This is an optimization exercise on Yosys and OpenROAD, whose aim is small area, a short achievable clock period and few clock cycles per item, not a production implementation.
Only simulation tests tie the RTL to the original design; equivalence was not proved.
No activity file was given, so power comes from the tool's default toggle rates.

==> inputs of job 1811 <==
Design cnn_top, start of the top module:
module cnn_top
(
    input  logic        clk,
    input  logic        reset,
    input  logic        load_req,
    input  logic [15:0] load_cmd,        
    output logic        load_ack,
    input  logic        run_req,
    output logic        run_ack,
    output logic [81:0] result           
);
    function automatic logic gt8(input logic [7:0] a, input logic [7:0] b);
        logic r;
        r = 1'b0;
        for (int i = 0; i < 8; i++)
        begin
            r = (a[i] & ~b[i]) | (~(a[i] ^ b[i]) & r);
        end
        gt8 = r;
    endfunction
    function automatic logic gt22(input logic [21:0] a, input logic [21:0] b);
        logic r;
        r = 1'b0;
        for (int i = 0; i < 22; i++)
        begin
            r = (a[i] & ~b[i]) | (~(a[i] ^ b[i]) & r);
        end
        gt22 = r;
    endfunction
    logic [2:0] ph;
    always_ff @(posedge clk or negedge reset)
    begin
  ...
==> flow/config.mk <==
export PLATFORM = sky130hd
export DESIGN_NAME = cnn_top
export DESIGN_NICKNAME = cnn_top
export VERILOG_FILES = /design/flow/design.v
export SDC_FILE = /design/flow/constraint.sdc
export NUM_CORES = 4
export LEC_CHECK = 0
export CAP_MARGIN = 20
export CORE_MARGIN = 2
export CORE_UTILIZATION = 70
export CTS_CLUSTER_DIAMETER = 70
export CTS_CLUSTER_SIZE = 28
export SLEW_MARGIN = 20
export SYNTH_HIERARCHICAL = 1
export SYNTH_MINIMUM_KEEP_SIZE = 0
==> flow/constraint.sdc <==
create_clock -name core_clock -period 10.0 [get_ports {clk}]
set_input_delay 2.0000 -clock core_clock [delete_from_list [all_inputs] [get_ports {clk}]]
set_output_delay 2.0000 -clock core_clock [all_outputs]
set_load 0.01 [all_outputs]
standard.sh (not shown) runs the stock make flow with config.mk's settings and CLKGATE_MAP_FILE= SYNTH_SCRIPT=/design/flow/synth_recipe.tcl, a recipe that flattens the netlist after the stock synthesis.
==> flow/flow/run.sh <==
#!/bin/bash
# The standard layout, with timing repair aiming at 6.75 ns of setup slack
# against the design's 10 ns clock (a 3.25 ns critical path) instead of 0.
set -euo pipefail
bash standard.sh SETUP_SLACK_MARGIN=6.75 finish > standard_flow.log 2>&1
==> inputs of job 7970, as changes to job 1811 <==
--- a/flow/design.v
+++ b/flow/design.v
@@ -3344,13 +3344,14 @@
     logic       start;
     logic       start_q;
     logic [2:0] phn;             
     logic [1:0] gi;
     logic [3:0] grp;
     assign phn   = ph + 3'd1;
-    assign issue = sweep && !(phn[2] && phn[1]);     
+    logic [1:0] wc;
+    assign issue = sweep && !(phn[2] && phn[1]) && wc[1];     
     assign start = !running && !run_ack && run_req;
     always_comb
     begin
         gi = 2'd0;
         for (int i = 0; i < 6; i++)
         begin
@@ -3366,12 +3367,13 @@
         if (!reset)
         begin
             running <= 1'b0;
             run_ack <= 1'b0;
             sweep   <= 1'b0;
             rsel    <= '0;
+            wc      <= '0;
             nwin    <= '0;
             tail    <= 1'b0;
             tcnt    <= '0;
             dsel    <= 1'b0;
             start_q <= 1'b0;
         end
@@ -3380,20 +3382,25 @@
             start_q <= start;
             if (start)
             begin
                 running <= 1'b1;
                 sweep   <= 1'b1;
                 rsel    <= 6'b000001;
+                wc      <= 2'd0;
                 nwin    <= '0;
             end
             if (sweep)
             begin
-                if (phn == 3'd7)
+                if (phn == 3'd5)
                 begin
                     rsel <= {rsel[4:0], rsel[5]};
                 end
+                if (!wc[1])
+                begin
+                    wc <= wc + 2'd1;
+                end
                 if (issue)
                 begin
                     nwin <= nwin + 6'd1;
                     if (nwin == 6'd35)
                     begin
                         sweep <= 1'b0;
@@ -3429,15 +3436,22 @@
         for (int r = 0; r < 3; r++)
         begin
             for (int c = 0; c < 3; c++)
             begin
                 logic [7:0] x;
                 x = dsel ? feat[(3*r+c)*8 +: 8] : 8'd0;
-                for (int i = 0; i < 6; i++)
+                if (c < 2)
+                begin
+                    x = x | (dsel ? 8'd0 : opa[(3*r+c+1)*8 +: 8]);
+                end
+                else
                 begin
-                    x = x | (rsel[i] ? img[(8*(i+r)+c+1)*8 +: 8] : 8'd0);
+                    for (int i = 0; i < 6; i++)
+                    begin
+                        x = x | (rsel[i] ? img[(8*(i+r)+3)*8 +: 8] : 8'd0);
+                    end
                 end
                 opa[(3*r+c)*8 +: 8] <= x;
                 opb[(3*r+c)*8 +: 8] <= dsel ? wts[(9+3*r+c)*8 +: 8] : filt[(3*r+c)*8 +: 8];
             end
         end
     end
==> flow/config.mk (replaced) <==
export PLATFORM = sky130hd
export DESIGN_NAME = cnn_top
export DESIGN_NICKNAME = cnn_top
export VERILOG_FILES = /design/flow/design.v
export SDC_FILE = /design/flow/constraint.sdc
export NUM_CORES = 4
export LEC_CHECK = 0
export CAP_MARGIN = 20
export CORE_MARGIN = 2
export CORE_UTILIZATION = 70
export CTS_CLUSTER_DIAMETER = 65
export CTS_CLUSTER_SIZE = 26
export SLEW_MARGIN = 20
export SYNTH_HIERARCHICAL = 1
export SYNTH_MINIMUM_KEEP_SIZE = 0
==> metrics.csv <==
stage,metric,value,unit
floorplanning,Die ar.,85360,um2
cts,post-CTS sizing,338,
pwr,peak supply drop,184.9,uV
final_layout,final instance area,62220,um2
global_routing,met3 Usage GRT,9.103,%
cts,Num CTS Buffers,75,
synthesis,post-synthesis sequential area ratio,53.79,%
synthesis,Post-Synth XOR/XNOR Area,0.3767,%
run_status,status,no timing/DRC/antenna violations,
synthesis,post-synthesis compound-gate area fraction,3.171,%
synthesis,area of the mapped netlist,58130,um2
detailed_routing,Iteration-0 DRC Markers,3396,
pwr,pwr dens,193.3,nW/um2
pwr,Flop pwr share,55.6,%
(the above is from job 7970)
==> metrics.csv <==
stage,metric,value,unit
pwr,Flop pwr share,47.4,%
run_status,status,no timing/DRC/antenna violations,
cts,post-CTS sizing,334,
synthesis,post-synthesis sequential area ratio,52.82,%
floorplanning,Die ar.,86790,um2
synthesis,post-synthesis compound-gate area fraction,5.044,%
global_routing,met3 Usage GRT,9.290,%
detailed_routing,Iteration-0 DRC Markers,4749,
(the above is from job 1811)
Testbench counts of job 1811, summed over its fixed seeds: cycles 12,128, items 64.
Testbench counts of job 7970, summed over its fixed seeds: cycles 12,264, items 64.

## port drivers added, routing unchanged
In the flow no input, the clock included, has a driving cell. The finished layouts below were timed again as built, in two steps. Step 1 (the two cells are an assumption about what drives the block):
set clk [get_ports {clk}]
set_driving_cell -lib_cell sky130_fd_sc_hd__clkbuf_16 $clk
set_driving_cell -lib_cell sky130_fd_sc_hd__buf_2 [delete_from_list [all_inputs] $clk]
Step 2 also shifts input and output timing later by t, the mid clock arrival at the registers, as if the neighbouring blocks saw the same clock. Slacks: no drivers / after step 1 / after step 2; pairs: no drivers / after step 1.
| run | t, ns | slack for setup (ns) | worst hold slack (ns) |
|---|---|---|---|
| job 1811 | 0.714 | 6.756 / 6.686 / 6.155 | 0.319 / 0.319 / 0.319 |
| job 7970 | 0.728 | 6.747 / 6.677 / 6.276 | 0.310 / 0.310 / 0.310 |
After both steps setup and hold are still met in every run listed. The setup slack of job 1811, which loses most, moves by -0.070 ns with the drivers and by -0.601 ns with both steps.
